This design comes from an exercise in tuning for small area on the open sky130 flow, not from production work. Function not checked in this run: the RTL went through the layout flow alone. Power figures rest on the tool's default switching activity, not on a simulated workload.

==> flow/design.v <==
`default_nettype none
package tcpcRegPkg;
	localparam int DATA_W = 16;  
	localparam int BYTE_W = 8;
	localparam int ADDR_W = 8;
endpackage
`default_nettype wire
`timescale 1ns/1ps
`default_nettype none
module tcpcHoldMux #(parameter int W = 8)
(
	input  logic         en_i,
	input  logic         hold_i,
	input  logic [W-1:0] d_i,
	input  logic [W-1:0] q_i,
	output logic [W-1:0] nx_o
);
	assign nx_o = ({W{en_i}} & d_i) | ({W{hold_i}} & q_i);
endmodule
`default_nettype wire
`timescale 1ns/1ps
`default_nettype none
module tcpcAoi3 #(parameter int W = 8)
(
	input  logic         s0_i,
	input  logic         s1_i,
	input  logic         s2_i,
	input  logic [W-1:0] d0_i,
	input  logic [W-1:0] d1_i,
	input  logic [W-1:0] d2_i,
	output logic [W-1:0] y_no
);
	assign y_no = ~(({W{s0_i}} & d0_i) | ({W{s1_i}} & d1_i) | ({W{s2_i}} & d2_i));
endmodule
module tcpcAoi2 #(parameter int W = 8)
(
	input  logic         s0_i,
	input  logic         s1_i,
	input  logic [W-1:0] d0_i,
	input  logic [W-1:0] d1_i,
	output logic [W-1:0] y_no
);
	assign y_no = ~(({W{s0_i}} & d0_i) | ({W{s1_i}} & d1_i));
endmodule
`default_nettype wire
`timescale 1ns/1ps
`default_nettype none
module tcpcRegisterFile
(
	input  logic        CLK,
	input  logic        reset,
	input  logic        req_i,
	input  logic        rnw_i,
	input  logic [7:0]  addr_i,
	input  logic [15:0] wrData_i,
	input  logic [15:0] vendorId_i,
	input  logic [15:0] productId_i,
	input  logic [15:0] deviceId_i,
	input  logic [7:0]  ccStatus_i,
	input  logic [7:0]  powerStatus_i,
	output logic        ack_o,
	output logic [15:0] rdData_o,
	output logic [7:0]  roleControl_o,
	output logic [7:0]  powerControl_o,
	output logic [7:0]  transmit_o
);
	logic wr, rd;
	assign wr = req_i & ~rnw_i;
	assign rd = req_i & rnw_i & ~reset;
	logic [15:0] lo;
	logic [7:0]  hi, wrHi, rdHi;
	assign lo   = 16'(1) << addr_i[3:0];
	assign hi   = addr_i[7] ? 8'h00 : (8'(1) << addr_i[6:4]);
	assign wrHi = hi & {8{wr}};
	assign rdHi = hi & {8{rd}};
	logic [15:0] wd0, wd1;
	assign wd0 = wrData_i & {16{~reset}};
	assign wd1 = wrData_i | {16{reset}};
	logic [15:0] alert, alert_nx;
	logic alert_en;
	assign alert_en = reset | (wrHi[1] & lo[0]);
	tcpcHoldMux #(.W(16)) u_alert (.en_i(alert_en), .hold_i(~alert_en), .d_i({wd0[15], wd0[14], wd0[13], wd0[12], wd0[11], wd0[10], wd0[9], wd0[8], wd0[7], wd0[6], wd0[5], wd0[4], wd0[3], wd0[2], wd0[1], wd0[0]}), .q_i(alert), .nx_o(alert_nx));
	always_ff @(posedge CLK)
		alert <= alert_nx;
	logic [15:0] alertMask, alertMask_nx;
	logic alertMask_en;
	assign alertMask_en = reset | (wrHi[1] & lo[2]);
	tcpcHoldMux #(.W(16)) u_alertMask (.en_i(alertMask_en), .hold_i(~alertMask_en), .d_i({wd0[15], wd0[14], wd0[13], wd0[12], wd1[11], wd1[10], wd1[9], wd1[8], wd1[7], wd1[6], wd1[5], wd1[4], wd1[3], wd1[2], wd1[1], wd1[0]}), .q_i(alertMask), .nx_o(alertMask_nx));
	always_ff @(posedge CLK)
		alertMask <= alertMask_nx;
	logic [15:0] vbusSinkDisc, vbusSinkDisc_nx;
	logic vbusSinkDisc_en;
	assign vbusSinkDisc_en = reset | (wrHi[7] & lo[2]);
	tcpcHoldMux #(.W(16)) u_vbusSinkDisc (.en_i(vbusSinkDisc_en), .hold_i(~vbusSinkDisc_en), .d_i({wd0[15], wd0[14], wd0[13], wd0[12], wd0[11], wd0[10], wd0[9], wd0[8], wd0[7], wd0[6], wd0[5], wd0[4], wd0[3], wd0[2], wd0[1], wd0[0]}), .q_i(vbusSinkDisc), .nx_o(vbusSinkDisc_nx));
	always_ff @(posedge CLK)
		vbusSinkDisc <= vbusSinkDisc_nx;
	logic [15:0] vbusStopDisch, vbusStopDisch_nx;
	logic vbusStopDisch_en;
	assign vbusStopDisch_en = reset | (wrHi[7] & lo[4]);
	tcpcHoldMux #(.W(16)) u_vbusStopDisch (.en_i(vbusStopDisch_en), .hold_i(~vbusStopDisch_en), .d_i({wd0[15], wd0[14], wd0[13], wd0[12], wd0[11], wd0[10], wd0[9], wd0[8], wd0[7], wd0[6], wd0[5], wd0[4], wd0[3], wd0[2], wd0[1], wd0[0]}), .q_i(vbusStopDisch), .nx_o(vbusStopDisch_nx));
	always_ff @(posedge CLK)
		vbusStopDisch <= vbusStopDisch_nx;
	logic [15:0] vbusAlarmHi, vbusAlarmHi_nx;
	logic vbusAlarmHi_en;
	assign vbusAlarmHi_en = reset | (wrHi[7] & lo[6]);
	tcpcHoldMux #(.W(16)) u_vbusAlarmHi (.en_i(vbusAlarmHi_en), .hold_i(~vbusAlarmHi_en), .d_i({wd0[15], wd0[14], wd0[13], wd0[12], wd0[11], wd0[10], wd0[9], wd0[8], wd0[7], wd0[6], wd0[5], wd0[4], wd0[3], wd0[2], wd0[1], wd0[0]}), .q_i(vbusAlarmHi), .nx_o(vbusAlarmHi_nx));
	always_ff @(posedge CLK)
		vbusAlarmHi <= vbusAlarmHi_nx;
	logic [15:0] vbusAlarmLo, vbusAlarmLo_nx;
	logic vbusAlarmLo_en;
	assign vbusAlarmLo_en = reset | (wrHi[7] & lo[8]);
	tcpcHoldMux #(.W(16)) u_vbusAlarmLo (.en_i(vbusAlarmLo_en), .hold_i(~vbusAlarmLo_en), .d_i({wd0[15], wd0[14], wd0[13], wd0[12], wd0[11], wd0[10], wd0[9], wd0[8], wd0[7], wd0[6], wd0[5], wd0[4], wd0[3], wd0[2], wd0[1], wd0[0]}), .q_i(vbusAlarmLo), .nx_o(vbusAlarmLo_nx));
	always_ff @(posedge CLK)
		vbusAlarmLo <= vbusAlarmLo_nx;
	logic [7:0] powerStatusMask, powerStatusMask_nx;
	logic powerStatusMask_en;
	assign powerStatusMask_en = reset | (wrHi[1] & lo[4]);
	tcpcHoldMux #(.W(8)) u_powerStatusMask (.en_i(powerStatusMask_en), .hold_i(~powerStatusMask_en), .d_i({wd1[7], wd1[6], wd1[5], wd1[4], wd1[3], wd1[2], wd1[1], wd1[0]}), .q_i(powerStatusMask), .nx_o(powerStatusMask_nx));
	always_ff @(posedge CLK)
		powerStatusMask <= powerStatusMask_nx;
	logic [7:0] faultStatusMask, faultStatusMask_nx;
	logic faultStatusMask_en;
	assign faultStatusMask_en = reset | (wrHi[1] & lo[5]);
	tcpcHoldMux #(.W(8)) u_faultStatusMask (.en_i(faultStatusMask_en), .hold_i(~faultStatusMask_en), .d_i({wd1[7], wd1[6], wd1[5], wd1[4], wd1[3], wd1[2], wd1[1], wd1[0]}), .q_i(faultStatusMask), .nx_o(faultStatusMask_nx));
	always_ff @(posedge CLK)
		faultStatusMask <= faultStatusMask_nx;
	logic [7:0] configStdOutput, configStdOutput_nx;
	logic configStdOutput_en;
	assign configStdOutput_en = reset | (wrHi[1] & lo[8]);
	tcpcHoldMux #(.W(8)) u_configStdOutput (.en_i(configStdOutput_en), .hold_i(~configStdOutput_en), .d_i({wd0[7], wd1[6], wd1[5], wd0[4], wd0[3], wd0[2], wd0[1], wd0[0]}), .q_i(configStdOutput), .nx_o(configStdOutput_nx));
	always_ff @(posedge CLK)
		configStdOutput <= configStdOutput_nx;
	logic [7:0] tcpcControl, tcpcControl_nx;
	logic tcpcControl_en;
	assign tcpcControl_en = reset | (wrHi[1] & lo[9]);
	tcpcHoldMux #(.W(8)) u_tcpcControl (.en_i(tcpcControl_en), .hold_i(~tcpcControl_en), .d_i({wd0[7], wd0[6], wd0[5], wd0[4], wd0[3], wd0[2], wd0[1], wd0[0]}), .q_i(tcpcControl), .nx_o(tcpcControl_nx));
	always_ff @(posedge CLK)
		tcpcControl <= tcpcControl_nx;
	logic [7:0] roleControl, roleControl_nx;
	logic roleControl_en;
	assign roleControl_en = reset | (wrHi[1] & lo[10]);
	tcpcHoldMux #(.W(8)) u_roleControl (.en_i(roleControl_en), .hold_i(~roleControl_en), .d_i({wd0[7], wd0[6], wd0[5], wd0[4], wd1[3], wd0[2], wd1[1], wd0[0]}), .q_i(roleControl), .nx_o(roleControl_nx));
	always_ff @(posedge CLK)
		roleControl <= roleControl_nx;
	logic [7:0] faultControl, faultControl_nx;
	logic faultControl_en;
	assign faultControl_en = reset | (wrHi[1] & lo[11]);
	tcpcHoldMux #(.W(8)) u_faultControl (.en_i(faultControl_en), .hold_i(~faultControl_en), .d_i({wd0[7], wd0[6], wd0[5], wd0[4], wd0[3], wd0[2], wd0[1], wd0[0]}), .q_i(faultControl), .nx_o(faultControl_nx));
	always_ff @(posedge CLK)
		faultControl <= faultControl_nx;
	logic [7:0] powerControl, powerControl_nx;
	logic powerControl_en;
	assign powerControl_en = reset | (wrHi[1] & lo[12]);
	tcpcHoldMux #(.W(8)) u_powerControl (.en_i(powerControl_en), .hold_i(~powerControl_en), .d_i({wd0[7], wd1[6], wd1[5], wd0[4], wd0[3], wd0[2], wd0[1], wd0[0]}), .q_i(powerControl), .nx_o(powerControl_nx));
	always_ff @(posedge CLK)
		powerControl <= powerControl_nx;
	logic [7:0] faultStatus, faultStatus_nx;
	logic faultStatus_en;
	assign faultStatus_en = reset | (wrHi[1] & lo[15]);
	tcpcHoldMux #(.W(8)) u_faultStatus (.en_i(faultStatus_en), .hold_i(~faultStatus_en), .d_i({wd1[7], wd0[6], wd0[5], wd0[4], wd0[3], wd0[2], wd0[1], wd0[0]}), .q_i(faultStatus), .nx_o(faultStatus_nx));
	always_ff @(posedge CLK)
		faultStatus <= faultStatus_nx;
	logic [7:0] msgHeaderInfo, msgHeaderInfo_nx;
	logic msgHeaderInfo_en;
	assign msgHeaderInfo_en = reset | (wrHi[2] & lo[14]);
	tcpcHoldMux #(.W(8)) u_msgHeaderInfo (.en_i(msgHeaderInfo_en), .hold_i(~msgHeaderInfo_en), .d_i({wd0[7], wd0[6], wd0[5], wd0[4], wd0[3], wd0[2], wd0[1], wd0[0]}), .q_i(msgHeaderInfo), .nx_o(msgHeaderInfo_nx));
	always_ff @(posedge CLK)
		msgHeaderInfo <= msgHeaderInfo_nx;
	logic [7:0] receiveDetect, receiveDetect_nx;
	logic receiveDetect_en;
	assign receiveDetect_en = reset | (wrHi[2] & lo[15]);
	tcpcHoldMux #(.W(8)) u_receiveDetect (.en_i(receiveDetect_en), .hold_i(~receiveDetect_en), .d_i({wd0[7], wd0[6], wd0[5], wd0[4], wd0[3], wd0[2], wd0[1], wd0[0]}), .q_i(receiveDetect), .nx_o(receiveDetect_nx));
	always_ff @(posedge CLK)
		receiveDetect <= receiveDetect_nx;
	logic [7:0] transmit, transmit_nx;
	logic transmit_en;
	assign transmit_en = reset | (wrHi[5] & lo[0]);
	tcpcHoldMux #(.W(8)) u_transmit (.en_i(transmit_en), .hold_i(~transmit_en), .d_i({wd0[7], wd0[6], wd0[5], wd0[4], wd0[3], wd0[2], wd0[1], wd0[0]}), .q_i(transmit), .nx_o(transmit_nx));
	always_ff @(posedge CLK)
		transmit <= transmit_nx;
	logic [7:0] txByteCount, txByteCount_nx;
	logic txByteCount_en;
	assign txByteCount_en = reset | (wrHi[5] & lo[1]);
	tcpcHoldMux #(.W(8)) u_txByteCount (.en_i(txByteCount_en), .hold_i(~txByteCount_en), .d_i({wd0[7], wd1[6], wd1[5], wd0[4], wd0[3], wd1[2], wd0[1], wd1[0]}), .q_i(txByteCount), .nx_o(txByteCount_nx));
	always_ff @(posedge CLK)
		txByteCount <= txByteCount_nx;
	logic [7:0] txBuf0, txBuf0_nx;
	logic txBuf0_en;
	assign txBuf0_en = reset | (wrHi[5] & lo[2]);
	tcpcHoldMux #(.W(8)) u_txBuf0 (.en_i(txBuf0_en), .hold_i(~txBuf0_en), .d_i({wd0[7], wd0[6], wd0[5], wd0[4], wd0[3], wd0[2], wd0[1], wd0[0]}), .q_i(txBuf0), .nx_o(txBuf0_nx));
	always_ff @(posedge CLK)
		txBuf0 <= txBuf0_nx;
	logic [7:0] txBuf1, txBuf1_nx;
	logic txBuf1_en;
	assign txBuf1_en = reset | (wrHi[5] & lo[3]);
	tcpcHoldMux #(.W(8)) u_txBuf1 (.en_i(txBuf1_en), .hold_i(~txBuf1_en), .d_i({wd0[7], wd0[6], wd0[5], wd0[4], wd0[3], wd0[2], wd0[1], wd0[0]}), .q_i(txBuf1), .nx_o(txBuf1_nx));
	always_ff @(posedge CLK)
		txBuf1 <= txBuf1_nx;
	logic [7:0] txBuf2, txBuf2_nx;
	logic txBuf2_en;
	assign txBuf2_en = reset | (wrHi[5] & lo[4]);
	tcpcHoldMux #(.W(8)) u_txBuf2 (.en_i(txBuf2_en), .hold_i(~txBuf2_en), .d_i({wd0[7], wd0[6], wd0[5], wd0[4], wd0[3], wd0[2], wd0[1], wd0[0]}), .q_i(txBuf2), .nx_o(txBuf2_nx));
	always_ff @(posedge CLK)
		txBuf2 <= txBuf2_nx;
	logic [7:0] txBuf3, txBuf3_nx;
	logic txBuf3_en;
	assign txBuf3_en = reset | (wrHi[5] & lo[5]);
	tcpcHoldMux #(.W(8)) u_txBuf3 (.en_i(txBuf3_en), .hold_i(~txBuf3_en), .d_i({wd0[7], wd0[6], wd0[5], wd0[4], wd0[3], wd0[2], wd0[1], wd0[0]}), .q_i(txBuf3), .nx_o(txBuf3_nx));
	always_ff @(posedge CLK)
		txBuf3 <= txBuf3_nx;
	logic [7:0] txBuf4, txBuf4_nx;
	logic txBuf4_en;
	assign txBuf4_en = reset | (wrHi[5] & lo[6]);
	tcpcHoldMux #(.W(8)) u_txBuf4 (.en_i(txBuf4_en), .hold_i(~txBuf4_en), .d_i({wd0[7], wd0[6], wd0[5], wd0[4], wd0[3], wd0[2], wd0[1], wd0[0]}), .q_i(txBuf4), .nx_o(txBuf4_nx));
	always_ff @(posedge CLK)
		txBuf4 <= txBuf4_nx;
	logic [7:0] txBuf5, txBuf5_nx;
	logic txBuf5_en;
	assign txBuf5_en = reset | (wrHi[5] & lo[7]);
	tcpcHoldMux #(.W(8)) u_txBuf5 (.en_i(txBuf5_en), .hold_i(~txBuf5_en), .d_i({wd0[7], wd0[6], wd0[5], wd0[4], wd0[3], wd0[2], wd0[1], wd0[0]}), .q_i(txBuf5), .nx_o(txBuf5_nx));
	always_ff @(posedge CLK)
		txBuf5 <= txBuf5_nx;
	logic [7:0] txBuf6, txBuf6_nx;
	logic txBuf6_en;
	assign txBuf6_en = reset | (wrHi[5] & lo[8]);
	tcpcHoldMux #(.W(8)) u_txBuf6 (.en_i(txBuf6_en), .hold_i(~txBuf6_en), .d_i({wd0[7], wd0[6], wd0[5], wd0[4], wd0[3], wd0[2], wd0[1], wd0[0]}), .q_i(txBuf6), .nx_o(txBuf6_nx));
	always_ff @(posedge CLK)
		txBuf6 <= txBuf6_nx;
	logic [7:0] txBuf7, txBuf7_nx;
	logic txBuf7_en;
	assign txBuf7_en = reset | (wrHi[5] & lo[9]);
	tcpcHoldMux #(.W(8)) u_txBuf7 (.en_i(txBuf7_en), .hold_i(~txBuf7_en), .d_i({wd0[7], wd0[6], wd0[5], wd0[4], wd0[3], wd0[2], wd0[1], wd0[0]}), .q_i(txBuf7), .nx_o(txBuf7_nx));
	always_ff @(posedge CLK)
		txBuf7 <= txBuf7_nx;
	logic [7:0] txBuf8, txBuf8_nx;
	logic txBuf8_en;
	assign txBuf8_en = reset | (wrHi[5] & lo[10]);
	tcpcHoldMux #(.W(8)) u_txBuf8 (.en_i(txBuf8_en), .hold_i(~txBuf8_en), .d_i({wd0[7], wd0[6], wd0[5], wd0[4], wd0[3], wd0[2], wd0[1], wd0[0]}), .q_i(txBuf8), .nx_o(txBuf8_nx));
	always_ff @(posedge CLK)
		txBuf8 <= txBuf8_nx;
	logic [7:0] txBuf9, txBuf9_nx;
	logic txBuf9_en;
	assign txBuf9_en = reset | (wrHi[5] & lo[11]);
	tcpcHoldMux #(.W(8)) u_txBuf9 (.en_i(txBuf9_en), .hold_i(~txBuf9_en), .d_i({wd0[7], wd0[6], wd0[5], wd0[4], wd0[3], wd0[2], wd0[1], wd0[0]}), .q_i(txBuf9), .nx_o(txBuf9_nx));
	always_ff @(posedge CLK)
		txBuf9 <= txBuf9_nx;
	logic [7:0] txBuf10, txBuf10_nx;
	logic txBuf10_en;
	assign txBuf10_en = reset | (wrHi[5] & lo[12]);
	tcpcHoldMux #(.W(8)) u_txBuf10 (.en_i(txBuf10_en), .hold_i(~txBuf10_en), .d_i({wd0[7], wd0[6], wd0[5], wd0[4], wd0[3], wd0[2], wd0[1], wd0[0]}), .q_i(txBuf10), .nx_o(txBuf10_nx));
	always_ff @(posedge CLK)
		txBuf10 <= txBuf10_nx;
	logic [7:0] txBuf11, txBuf11_nx;
	logic txBuf11_en;
	assign txBuf11_en = reset | (wrHi[5] & lo[13]);
	tcpcHoldMux #(.W(8)) u_txBuf11 (.en_i(txBuf11_en), .hold_i(~txBuf11_en), .d_i({wd0[7], wd0[6], wd0[5], wd0[4], wd0[3], wd0[2], wd0[1], wd0[0]}), .q_i(txBuf11), .nx_o(txBuf11_nx));
	always_ff @(posedge CLK)
		txBuf11 <= txBuf11_nx;
	logic [7:0] txBuf12, txBuf12_nx;
	logic txBuf12_en;
	assign txBuf12_en = reset | (wrHi[5] & lo[14]);
	tcpcHoldMux #(.W(8)) u_txBuf12 (.en_i(txBuf12_en), .hold_i(~txBuf12_en), .d_i({wd0[7], wd0[6], wd0[5], wd0[4], wd0[3], wd0[2], wd0[1], wd0[0]}), .q_i(txBuf12), .nx_o(txBuf12_nx));
	always_ff @(posedge CLK)
		txBuf12 <= txBuf12_nx;
	logic [7:0] txBuf13, txBuf13_nx;
	logic txBuf13_en;
	assign txBuf13_en = reset | (wrHi[5] & lo[15]);
	tcpcHoldMux #(.W(8)) u_txBuf13 (.en_i(txBuf13_en), .hold_i(~txBuf13_en), .d_i({wd0[7], wd0[6], wd0[5], wd0[4], wd0[3], wd0[2], wd0[1], wd0[0]}), .q_i(txBuf13), .nx_o(txBuf13_nx));
	always_ff @(posedge CLK)
		txBuf13 <= txBuf13_nx;
	logic [7:0] txBuf14, txBuf14_nx;
	logic txBuf14_en;
	assign txBuf14_en = reset | (wrHi[6] & lo[0]);
	tcpcHoldMux #(.W(8)) u_txBuf14 (.en_i(txBuf14_en), .hold_i(~txBuf14_en), .d_i({wd0[7], wd0[6], wd0[5], wd0[4], wd0[3], wd0[2], wd0[1], wd0[0]}), .q_i(txBuf14), .nx_o(txBuf14_nx));
	always_ff @(posedge CLK)
		txBuf14 <= txBuf14_nx;
	logic [7:0] txBuf15, txBuf15_nx;
	logic txBuf15_en;
	assign txBuf15_en = reset | (wrHi[6] & lo[1]);
	tcpcHoldMux #(.W(8)) u_txBuf15 (.en_i(txBuf15_en), .hold_i(~txBuf15_en), .d_i({wd0[7], wd0[6], wd0[5], wd0[4], wd0[3], wd0[2], wd0[1], wd0[0]}), .q_i(txBuf15), .nx_o(txBuf15_nx));
	always_ff @(posedge CLK)
		txBuf15 <= txBuf15_nx;
	logic [7:0] txBuf16, txBuf16_nx;
	logic txBuf16_en;
	assign txBuf16_en = reset | (wrHi[6] & lo[2]);
	tcpcHoldMux #(.W(8)) u_txBuf16 (.en_i(txBuf16_en), .hold_i(~txBuf16_en), .d_i({wd0[7], wd0[6], wd0[5], wd0[4], wd0[3], wd0[2], wd0[1], wd0[0]}), .q_i(txBuf16), .nx_o(txBuf16_nx));
	always_ff @(posedge CLK)
		txBuf16 <= txBuf16_nx;
	logic [7:0] txBuf17, txBuf17_nx;
	logic txBuf17_en;
	assign txBuf17_en = reset | (wrHi[6] & lo[3]);
	tcpcHoldMux #(.W(8)) u_txBuf17 (.en_i(txBuf17_en), .hold_i(~txBuf17_en), .d_i({wd0[7], wd0[6], wd0[5], wd0[4], wd0[3], wd0[2], wd0[1], wd0[0]}), .q_i(txBuf17), .nx_o(txBuf17_nx));
	always_ff @(posedge CLK)
		txBuf17 <= txBuf17_nx;
	logic [7:0] txBuf18, txBuf18_nx;
	logic txBuf18_en;
	assign txBuf18_en = reset | (wrHi[6] & lo[4]);
	tcpcHoldMux #(.W(8)) u_txBuf18 (.en_i(txBuf18_en), .hold_i(~txBuf18_en), .d_i({wd0[7], wd0[6], wd0[5], wd0[4], wd0[3], wd0[2], wd0[1], wd0[0]}), .q_i(txBuf18), .nx_o(txBuf18_nx));
	always_ff @(posedge CLK)
		txBuf18 <= txBuf18_nx;
	logic [7:0] txBuf19, txBuf19_nx;
	logic txBuf19_en;
	assign txBuf19_en = reset | (wrHi[6] & lo[5]);
	tcpcHoldMux #(.W(8)) u_txBuf19 (.en_i(txBuf19_en), .hold_i(~txBuf19_en), .d_i({wd0[7], wd0[6], wd0[5], wd0[4], wd0[3], wd0[2], wd0[1], wd0[0]}), .q_i(txBuf19), .nx_o(txBuf19_nx));
	always_ff @(posedge CLK)
		txBuf19 <= txBuf19_nx;
	logic [7:0] txBuf20, txBuf20_nx;
	logic txBuf20_en;
	assign txBuf20_en = reset | (wrHi[6] & lo[6]);
	tcpcHoldMux #(.W(8)) u_txBuf20 (.en_i(txBuf20_en), .hold_i(~txBuf20_en), .d_i({wd0[7], wd0[6], wd0[5], wd0[4], wd0[3], wd0[2], wd0[1], wd0[0]}), .q_i(txBuf20), .nx_o(txBuf20_nx));
	always_ff @(posedge CLK)
		txBuf20 <= txBuf20_nx;
	logic [7:0] txBuf21, txBuf21_nx;
	logic txBuf21_en;
	assign txBuf21_en = reset | (wrHi[6] & lo[7]);
	tcpcHoldMux #(.W(8)) u_txBuf21 (.en_i(txBuf21_en), .hold_i(~txBuf21_en), .d_i({wd0[7], wd0[6], wd0[5], wd0[4], wd0[3], wd0[2], wd0[1], wd0[0]}), .q_i(txBuf21), .nx_o(txBuf21_nx));
	always_ff @(posedge CLK)
		txBuf21 <= txBuf21_nx;
	logic [7:0] txBuf22, txBuf22_nx;
	logic txBuf22_en;
	assign txBuf22_en = reset | (wrHi[6] & lo[8]);
	tcpcHoldMux #(.W(8)) u_txBuf22 (.en_i(txBuf22_en), .hold_i(~txBuf22_en), .d_i({wd0[7], wd0[6], wd0[5], wd0[4], wd0[3], wd0[2], wd0[1], wd0[0]}), .q_i(txBuf22), .nx_o(txBuf22_nx));
	always_ff @(posedge CLK)
		txBuf22 <= txBuf22_nx;
	logic [7:0] txBuf23, txBuf23_nx;
	logic txBuf23_en;
	assign txBuf23_en = reset | (wrHi[6] & lo[9]);
	tcpcHoldMux #(.W(8)) u_txBuf23 (.en_i(txBuf23_en), .hold_i(~txBuf23_en), .d_i({wd0[7], wd0[6], wd0[5], wd0[4], wd0[3], wd0[2], wd0[1], wd0[0]}), .q_i(txBuf23), .nx_o(txBuf23_nx));
	always_ff @(posedge CLK)
		txBuf23 <= txBuf23_nx;
	logic [7:0] txBuf24, txBuf24_nx;
	logic txBuf24_en;
	assign txBuf24_en = reset | (wrHi[6] & lo[10]);
	tcpcHoldMux #(.W(8)) u_txBuf24 (.en_i(txBuf24_en), .hold_i(~txBuf24_en), .d_i({wd0[7], wd0[6], wd0[5], wd0[4], wd0[3], wd0[2], wd0[1], wd0[0]}), .q_i(txBuf24), .nx_o(txBuf24_nx));
	always_ff @(posedge CLK)
		txBuf24 <= txBuf24_nx;
	logic [7:0] txBuf25, txBuf25_nx;
	logic txBuf25_en;
	assign txBuf25_en = reset | (wrHi[6] & lo[11]);
	tcpcHoldMux #(.W(8)) u_txBuf25 (.en_i(txBuf25_en), .hold_i(~txBuf25_en), .d_i({wd0[7], wd0[6], wd0[5], wd0[4], wd0[3], wd0[2], wd0[1], wd0[0]}), .q_i(txBuf25), .nx_o(txBuf25_nx));
	always_ff @(posedge CLK)
		txBuf25 <= txBuf25_nx;
	logic [7:0] txBuf26, txBuf26_nx;
	logic txBuf26_en;
	assign txBuf26_en = reset | (wrHi[6] & lo[12]);
	tcpcHoldMux #(.W(8)) u_txBuf26 (.en_i(txBuf26_en), .hold_i(~txBuf26_en), .d_i({wd0[7], wd0[6], wd0[5], wd0[4], wd0[3], wd0[2], wd0[1], wd0[0]}), .q_i(txBuf26), .nx_o(txBuf26_nx));
	always_ff @(posedge CLK)
		txBuf26 <= txBuf26_nx;
	logic [7:0] txBuf27, txBuf27_nx;
	logic txBuf27_en;
	assign txBuf27_en = reset | (wrHi[6] & lo[13]);
	tcpcHoldMux #(.W(8)) u_txBuf27 (.en_i(txBuf27_en), .hold_i(~txBuf27_en), .d_i({wd0[7], wd0[6], wd0[5], wd0[4], wd0[3], wd0[2], wd0[1], wd0[0]}), .q_i(txBuf27), .nx_o(txBuf27_nx));
	always_ff @(posedge CLK)
		txBuf27 <= txBuf27_nx;
	logic [7:0] txBuf28, txBuf28_nx;
	logic txBuf28_en;
	assign txBuf28_en = reset | (wrHi[6] & lo[14]);
	tcpcHoldMux #(.W(8)) u_txBuf28 (.en_i(txBuf28_en), .hold_i(~txBuf28_en), .d_i({wd0[7], wd0[6], wd0[5], wd0[4], wd0[3], wd0[2], wd0[1], wd0[0]}), .q_i(txBuf28), .nx_o(txBuf28_nx));
	always_ff @(posedge CLK)
		txBuf28 <= txBuf28_nx;
	logic [7:0] txBuf29, txBuf29_nx;
	logic txBuf29_en;
	assign txBuf29_en = reset | (wrHi[6] & lo[15]);
	tcpcHoldMux #(.W(8)) u_txBuf29 (.en_i(txBuf29_en), .hold_i(~txBuf29_en), .d_i({wd0[7], wd0[6], wd0[5], wd0[4], wd0[3], wd0[2], wd0[1], wd0[0]}), .q_i(txBuf29), .nx_o(txBuf29_nx));
	always_ff @(posedge CLK)
		txBuf29 <= txBuf29_nx;
	assign roleControl_o  = roleControl;
	assign powerControl_o = powerControl;
	assign transmit_o     = transmit;
	logic rs00;
	assign rs00 = rdHi[0] & lo[0];
	logic rs02;
	assign rs02 = rdHi[0] & lo[2];
	logic rs04;
	assign rs04 = rdHi[0] & lo[4];
	logic rs06;
	assign rs06 = rdHi[0] & lo[6];
	logic rs08;
	assign rs08 = rdHi[0] & lo[8];
	logic rs0A;
	assign rs0A = rdHi[0] & lo[10];
	logic rs10;
	assign rs10 = rdHi[1] & lo[0];
	logic rs12;
	assign rs12 = rdHi[1] & lo[2];
	logic rs14;
	assign rs14 = rdHi[1] & lo[4];
	logic rs15;
	assign rs15 = rdHi[1] & lo[5];
	logic rs18;
	assign rs18 = rdHi[1] & lo[8];
	logic rs19;
	assign rs19 = rdHi[1] & lo[9];
	logic rs1A;
	assign rs1A = rdHi[1] & lo[10];
	logic rs1B;
	assign rs1B = rdHi[1] & lo[11];
	logic rs1C;
	assign rs1C = rdHi[1] & lo[12];
	logic rs1D;
	assign rs1D = rdHi[1] & lo[13];
	logic rs1E;
	assign rs1E = rdHi[1] & lo[14];
	logic rs1F;
	assign rs1F = rdHi[1] & lo[15];
	logic rs2E;
	assign rs2E = rdHi[2] & lo[14];
	logic rs2F;
	assign rs2F = rdHi[2] & lo[15];
	logic rs50;
	assign rs50 = rdHi[5] & lo[0];
	logic rs51;
	assign rs51 = rdHi[5] & lo[1];
	logic rs52;
	assign rs52 = rdHi[5] & lo[2];
	logic rs53;
	assign rs53 = rdHi[5] & lo[3];
	logic rs54;
	assign rs54 = rdHi[5] & lo[4];
	logic rs55;
	assign rs55 = rdHi[5] & lo[5];
	logic rs56;
	assign rs56 = rdHi[5] & lo[6];
	logic rs57;
	assign rs57 = rdHi[5] & lo[7];
	logic rs58;
	assign rs58 = rdHi[5] & lo[8];
	logic rs59;
	assign rs59 = rdHi[5] & lo[9];
	logic rs5A;
	assign rs5A = rdHi[5] & lo[10];
	logic rs5B;
	assign rs5B = rdHi[5] & lo[11];
	logic rs5C;
	assign rs5C = rdHi[5] & lo[12];
	logic rs5D;
	assign rs5D = rdHi[5] & lo[13];
	logic rs5E;
	assign rs5E = rdHi[5] & lo[14];
	logic rs5F;
	assign rs5F = rdHi[5] & lo[15];
	logic rs60;
	assign rs60 = rdHi[6] & lo[0];
	logic rs61;
	assign rs61 = rdHi[6] & lo[1];
	logic rs62;
	assign rs62 = rdHi[6] & lo[2];
	logic rs63;
	assign rs63 = rdHi[6] & lo[3];
	logic rs64;
	assign rs64 = rdHi[6] & lo[4];
	logic rs65;
	assign rs65 = rdHi[6] & lo[5];
	logic rs66;
	assign rs66 = rdHi[6] & lo[6];
	logic rs67;
	assign rs67 = rdHi[6] & lo[7];
	logic rs68;
	assign rs68 = rdHi[6] & lo[8];
	logic rs69;
	assign rs69 = rdHi[6] & lo[9];
	logic rs6A;
	assign rs6A = rdHi[6] & lo[10];
	logic rs6B;
	assign rs6B = rdHi[6] & lo[11];
	logic rs6C;
	assign rs6C = rdHi[6] & lo[12];
	logic rs6D;
	assign rs6D = rdHi[6] & lo[13];
	logic rs6E;
	assign rs6E = rdHi[6] & lo[14];
	logic rs6F;
	assign rs6F = rdHi[6] & lo[15];
	logic rs72;
	assign rs72 = rdHi[7] & lo[2];
	logic rs74;
	assign rs74 = rdHi[7] & lo[4];
	logic rs76;
	assign rs76 = rdHi[7] & lo[6];
	logic rs78;
	assign rs78 = rdHi[7] & lo[8];
	logic [15:0] lw0_n;
	tcpcAoi3 #(.W(16)) u_lw0 (.s0_i(rs10), .s1_i(rs12), .s2_i(rs72), .d0_i(alert), .d1_i(alertMask), .d2_i(vbusSinkDisc), .y_no(lw0_n));
	logic [15:0] lw1_n;
	tcpcAoi3 #(.W(16)) u_lw1 (.s0_i(rs74), .s1_i(rs76), .s2_i(rs78), .d0_i(vbusStopDisch), .d1_i(vbusAlarmHi), .d2_i(vbusAlarmLo), .y_no(lw1_n));
	logic [15:0] lw2_n;
	tcpcAoi3 #(.W(16)) u_lw2 (.s0_i(rs00), .s1_i(rs02), .s2_i(rs04), .d0_i(vendorId_i), .d1_i(productId_i), .d2_i(deviceId_i), .y_no(lw2_n));
	logic [7:0] lb0_n;
	tcpcAoi3 #(.W(8)) u_lb0 (.s0_i(rs14), .s1_i(rs15), .s2_i(rs18), .d0_i(powerStatusMask), .d1_i(faultStatusMask), .d2_i(configStdOutput), .y_no(lb0_n));
	logic [7:0] lb1_n;
	tcpcAoi3 #(.W(8)) u_lb1 (.s0_i(rs19), .s1_i(rs1A), .s2_i(rs1B), .d0_i(tcpcControl), .d1_i(roleControl), .d2_i(faultControl), .y_no(lb1_n));
	logic [7:0] lb2_n;
	tcpcAoi3 #(.W(8)) u_lb2 (.s0_i(rs1C), .s1_i(rs1F), .s2_i(rs2E), .d0_i(powerControl), .d1_i(faultStatus), .d2_i(msgHeaderInfo), .y_no(lb2_n));
	logic [7:0] lb3_n;
	tcpcAoi3 #(.W(8)) u_lb3 (.s0_i(rs2F), .s1_i(rs50), .s2_i(rs51), .d0_i(receiveDetect), .d1_i(transmit), .d2_i(txByteCount), .y_no(lb3_n));
	logic [7:0] lb4_n;
	tcpcAoi3 #(.W(8)) u_lb4 (.s0_i(rs52), .s1_i(rs53), .s2_i(rs54), .d0_i(txBuf0), .d1_i(txBuf1), .d2_i(txBuf2), .y_no(lb4_n));
	logic [7:0] lb5_n;
	tcpcAoi3 #(.W(8)) u_lb5 (.s0_i(rs55), .s1_i(rs56), .s2_i(rs57), .d0_i(txBuf3), .d1_i(txBuf4), .d2_i(txBuf5), .y_no(lb5_n));
	logic [7:0] lb6_n;
	tcpcAoi3 #(.W(8)) u_lb6 (.s0_i(rs58), .s1_i(rs59), .s2_i(rs5A), .d0_i(txBuf6), .d1_i(txBuf7), .d2_i(txBuf8), .y_no(lb6_n));
	logic [7:0] lb7_n;
	tcpcAoi3 #(.W(8)) u_lb7 (.s0_i(rs5B), .s1_i(rs5C), .s2_i(rs5D), .d0_i(txBuf9), .d1_i(txBuf10), .d2_i(txBuf11), .y_no(lb7_n));
	logic [7:0] lb8_n;
	tcpcAoi3 #(.W(8)) u_lb8 (.s0_i(rs5E), .s1_i(rs5F), .s2_i(rs60), .d0_i(txBuf12), .d1_i(txBuf13), .d2_i(txBuf14), .y_no(lb8_n));
	logic [7:0] lb9_n;
	tcpcAoi3 #(.W(8)) u_lb9 (.s0_i(rs61), .s1_i(rs62), .s2_i(rs63), .d0_i(txBuf15), .d1_i(txBuf16), .d2_i(txBuf17), .y_no(lb9_n));
	logic [7:0] lb10_n;
	tcpcAoi3 #(.W(8)) u_lb10 (.s0_i(rs64), .s1_i(rs65), .s2_i(rs66), .d0_i(txBuf18), .d1_i(txBuf19), .d2_i(txBuf20), .y_no(lb10_n));
	logic [7:0] lb11_n;
	tcpcAoi3 #(.W(8)) u_lb11 (.s0_i(rs67), .s1_i(rs68), .s2_i(rs69), .d0_i(txBuf21), .d1_i(txBuf22), .d2_i(txBuf23), .y_no(lb11_n));
	logic [7:0] lb12_n;
	tcpcAoi3 #(.W(8)) u_lb12 (.s0_i(rs6A), .s1_i(rs6B), .s2_i(rs6C), .d0_i(txBuf24), .d1_i(txBuf25), .d2_i(txBuf26), .y_no(lb12_n));
	logic [7:0] lb13_n;
	tcpcAoi3 #(.W(8)) u_lb13 (.s0_i(rs6D), .s1_i(rs6E), .s2_i(rs6F), .d0_i(txBuf27), .d1_i(txBuf28), .d2_i(txBuf29), .y_no(lb13_n));
	logic [7:0] lb14_n;
	tcpcAoi2 #(.W(8)) u_lb14 (.s0_i(rs1D), .s1_i(rs1E), .d0_i(ccStatus_i), .d1_i(powerStatus_i), .y_no(lb14_n));
	logic [15:0] rdNext;
	logic [15:0] cst;
	assign cst = {(1'b0), (1'b0), (rs08), (rs0A), (1'b0), (1'b0), (1'b0), (1'b0), (1'b0), (1'b0), (1'b0), (rs06 | rs08 | rs0A), (1'b0), (rs06), (rs06 | rs08 | rs0A), (1'b0)};
	assign rdNext[15:8] = cst[15:8] | ~(lw0_n[15:8] & lw1_n[15:8] & lw2_n[15:8]);
	assign rdNext[7:0]  = cst[7:0] | ~(lw0_n[7:0] & lw1_n[7:0] & lw2_n[7:0]
		& lb0_n
		& lb1_n
		& lb2_n
		& lb3_n
		& lb4_n
		& lb5_n
		& lb6_n
		& lb7_n
		& lb8_n
		& lb9_n
		& lb10_n
		& lb11_n
		& lb12_n
		& lb13_n
		& lb14_n);
	logic mapped;
	assign mapped = (hi[0] & (lo[0] | lo[2] | lo[4] | lo[6] | lo[8] | lo[10]))
		| (hi[1] & (lo[0] | lo[2] | lo[4] | lo[5] | lo[8] | lo[9] | lo[10] | lo[11] | lo[12] | lo[13] | lo[14] | lo[15]))
		| (hi[2] & (lo[14] | lo[15]))
		| (hi[5] & (lo[0] | lo[1] | lo[2] | lo[3] | lo[4] | lo[5] | lo[6] | lo[7] | lo[8] | lo[9] | lo[10] | lo[11] | lo[12] | lo[13] | lo[14] | lo[15]))
		| (hi[6] & (lo[0] | lo[1] | lo[2] | lo[3] | lo[4] | lo[5] | lo[6] | lo[7] | lo[8] | lo[9] | lo[10] | lo[11] | lo[12] | lo[13] | lo[14] | lo[15]))
		| (hi[7] & (lo[2] | lo[4] | lo[6] | lo[8]));
	always_ff @(posedge CLK)
	begin
		ack_o    <= req_i & ~reset & mapped;
		rdData_o <= rdNext;
	end
endmodule
`default_nettype wire
==> flow/run.sh <==
#!/bin/bash
# synth_recipe.tcl (not shown) runs the flow's synth.tcl, then flattens the netlist and writes it again
# the make line also repeats each setting of config.mk as NAME=value (left out here)
make -C /OpenROAD-flow-scripts/flow DESIGN_CONFIG=/design/flow/config.mk WORK_HOME=/design/flow/orfs CLKGATE_MAP_FILE= SYNTH_SCRIPT=/design/flow/synth_recipe.tcl finish
==> flow/config.mk <==
export PLATFORM = sky130hd
export DESIGN_NAME = tcpcRegisterFile
export DESIGN_NICKNAME = tcpcRegisterFile
export VERILOG_FILES = /design/flow/design.v
export SDC_FILE = /design/flow/constraint.sdc
export NUM_CORES = 4
export LEC_CHECK = 0
export CAP_MARGIN = 20
export CORE_MARGIN = 2
export CORE_UTILIZATION = 40
export SLEW_MARGIN = 20
export SYNTH_HIERARCHICAL = 1
export SYNTH_MINIMUM_KEEP_SIZE = 0
==> flow/constraint.sdc <==
create_clock -name core_clock -period 5.0 [get_ports {CLK}]
set_input_delay 1.0000 -clock core_clock [delete_from_list [all_inputs] [get_ports {CLK}]]
set_output_delay 1.0000 -clock core_clock [all_outputs]
set_load 0.01 [all_outputs]
==> impl_metrics.ini <==
[outcome]
status = complete, no violations

[synthesis]
synth_area_um2 = 17600
syn_nets = 1632
netlist.area_leader.share_pct = 51.0
ys.flop_type = dfxtp_1
seq_area_frac_synth_pct = 51.0
ys_ff_latch = 449
synth-edff-count = 0
yosysUniqueCellTypes = 46
synth_commonest_cells = 449 x dfxtp_1, 396 x a22o_1, 160 x a222oi_1
synth.top_cells.by_area = dfxtp_1 51%, a22o_1 20%, a222oi_1 9.1%, buf_6 4.3%, a22o_2 2.0%
yosys_warnings = 7
postSynthCellCount = 1540
yosys.cell_count.top_type = dfxtp_1
syn_avg_cell_area_um2 = 11.4
yosysTopAreaCell = dfxtp_1
synth_async_sr_flop_share_pct = 0

[min_path]
hold_class = register to register
hold_path_depth = 1

[detailed_routing]
drc = 0
drt-total-wl_um = 60500
num_vias = 14400
route.met3.wl_um = 6350
drtAntennaViolNets = 0
wl_per_cell_um = 27.4
first_iter_violations = 2612
wl_met2_um = 26400
vias_per_cell = 6.51
top_layer = met4
drtPass1Iterations = 10
wl_met1_um = 25600

[finish]
final_layout_size_suffix_gt1_share_pct = 11.1
area_growth_pct = 14.7
nets = 1680

[pwr]
power_density_nw_per_um2 = 404
total_power_uw = 8160
leakage_uw = 0.00812
vdd_ir_drop_max_uv = 231

[setup_path]
worstSetupEndpointType = register
worst_path_dominant_cell_family = simple AND/OR/NAND/NOR gates
critPathRequiredTime_ns = 5.45
cp_data_arrival_time_ns = 4.61
crit_fanout = 17
start_kind = input pin
crit_buf_inv = 2
slowest_stage = clkdlybuf4s50_1
worst_path_most_repeated_cell = nor2_1
cp_num_cells = 9
crit_chain = clkdlybuf4s50_1 > nor2_1 > nand2_1 > nor2_1 > buf_4 > a222oi_1 > and4_1 > nand3_1 > or4_1
rr_worst_depth = 4
max_stage_delay_ns = 0.86
critPathKind = input pin to register

[floorplanning]
die_area_um2 = 45700
coreArea_um2 = 43300
die_w_um = 214
pin_count = 133
rows = 76
initial_core_util_pct = 40.7
die_height_um = 214

[clocking]
cts.sinks = 449
cts_resized = 0
cts_buffer_depth = 3
cts_setup_buffers = 0
htree_levels = 2
cts_buffers = 46
clk_latency_ns = 0.58
cts.clk_slew.worst_paths_ns = 0.06
holdBufCountCts = 0
cts_tree = built
cts_root_buf = clkbuf_16

[global_route]
grt_max_degree = 53
grt_pass1_vias = 13600
grt_use_total_pct = 25.9
grt_antenna_before_repair = 2
gr-total-overflow = 0
grt_first_pass_wirelength_um = 88900

[sta]
max_freq_mhz = 240
layout_min_cycle_time_ns = 4.16
tightest_slew_ns = 0.953
setup_viol = 0
clock_skew_ns = 0.0131
rsz0062_at_grt = false
slew_headroom_pct = 36.3
fin_crit_sh_pct = 83.2
hold_violations = 0
timing_max_transition_violations_final = 0
fin_tns_setup_ns = 0

[flow_run]
cap_violations = 0

[placement]
hpwl_um = 41400
place_congestion = 0.970
io_buffers = 132
==> cell usage in the layout, fill, tap and decap left out, types with 10 or more instances in the layout <==
cell type | Yosys | layout
clkbuf_1 | 16 | 14
clkbuf_16 | 0 | 47
a222oi_1 | 160 | 160
a22o_2 | 36 | 36
a21o_1 | 48 | 48
clkbuf_8 | 0 | 13
a22o_1 | 396 | 396
nand4_1 | 24 | 24
inv_1 | 38 | 38
nand3_1 | 21 | 21
nor2b_1 | 20 | 12
a21oi_1 | 10 | 10
nand2_1 | 21 | 21
clkdlybuf4s50_1 | 0 | 131
buf_4 | 1 | 39
nor2_1 | 70 | 70
dfxtp_1 | 449 | 449
or2_2 | 12 | 12
==> metrics by stage <==
step	cells	cell area, um^2	util [%]	hold slack [ns]	worst slack, ns
after floorplan	1540	17600	-	0.439	1.73
after global placement	2124	18700	43.2	0.451	0.445
after detailed placement	2124	18700	43.2	0.453	0.412
after CTS	2206	20200	46.6	0.472	1.01
after global routing	2207	20200	46.7	0.483	0.798
final	2208	20200	46.7	0.469	0.841
==> final timing paths <==
check	start	endpoint	slack [ns]
setup / recovery	addr_i[1]	rdData_o[3]$_DFF_P_	0.84
hold / removal	vbusSinkDisc[5]$_DFF_P_	vbusSinkDisc[5]$_DFF_P_	0.47
setup reg to reg	tcpcControl[7]$_DFF_P_	rdData_o[7]$_DFF_P_	2.87
hold reg to reg	vbusSinkDisc[5]$_DFF_P_	vbusSinkDisc[5]$_DFF_P_	0.47
==> metal layers <==
layer,up-vias,track usage (%)
li1,6321,-
met1,7056,35.6
met3,137,6.81
met5,-,0
met4,0,9.32
met2,864,39.2
==> sequential cells by signal (all words and copies together) (netlist names), 16 cells and up <==
signal,cells
rdData_o,16
vbusAlarmHi,16
vbusStopDisch,16
alertMask,16
vbusSinkDisc,16
alert,16
vbusAlarmLo,16
==> where the power goes <==
| part | switching, uW | internal [uW] |
|---|---|---|
| combinational | 360 | 345 |
| clock | 1430 | 1970 |
| sequential | 189 | 3870 |
| total | 1980 | 6190 |
==> cells by family after synthesis <==
group           share of synthesized area [%]
compound gates                           34.2
simple gates                             6.41
buf+inv                                  8.36
flops                                    51.0
==> layout make-up <==
cell class              count  area (um^2)
well taps                 585          732
clock inverters             8         68.8
flip-flops and latches    449         8990
inverters                  40          150
multi-input cells         880         7230
repair buffers            171         1620
diodes                      1         2.50
clock buffers              74         1410
fillers                  3936        23100

what the ideal ports hide:
The results above use ideal ports. As a check the final layout listed here was re-extracted and re-timed, cells and wires unchanged. Step 1, drivers: a clkbuf_16 drives CLK and a buf_2 each remaining input, both assumed. Step 2 adds t to the input delays and takes it off the output delays; t is the mean of the earliest and latest rising clock arrival at the registers after step 1. Input paths then give back, and output paths get back, about the clock's delay inside the block. a / b / c = ideal ports / drivers / drivers and shift; a / b = the first two.
t, ns: 0.629
setup WS [ns]: 0.841 / 0.870 / 0.241
clock arrival spread, ns: 0.017 / 0.017
worst register clock-pin slew, ns: 0.06 / 0.06
worst data-port slew with drivers (ns): 0.04
After both steps setup and hold are still met in this run. The setup slack of this run moves by +0.029 ns with the drivers and by -0.600 ns with both steps.
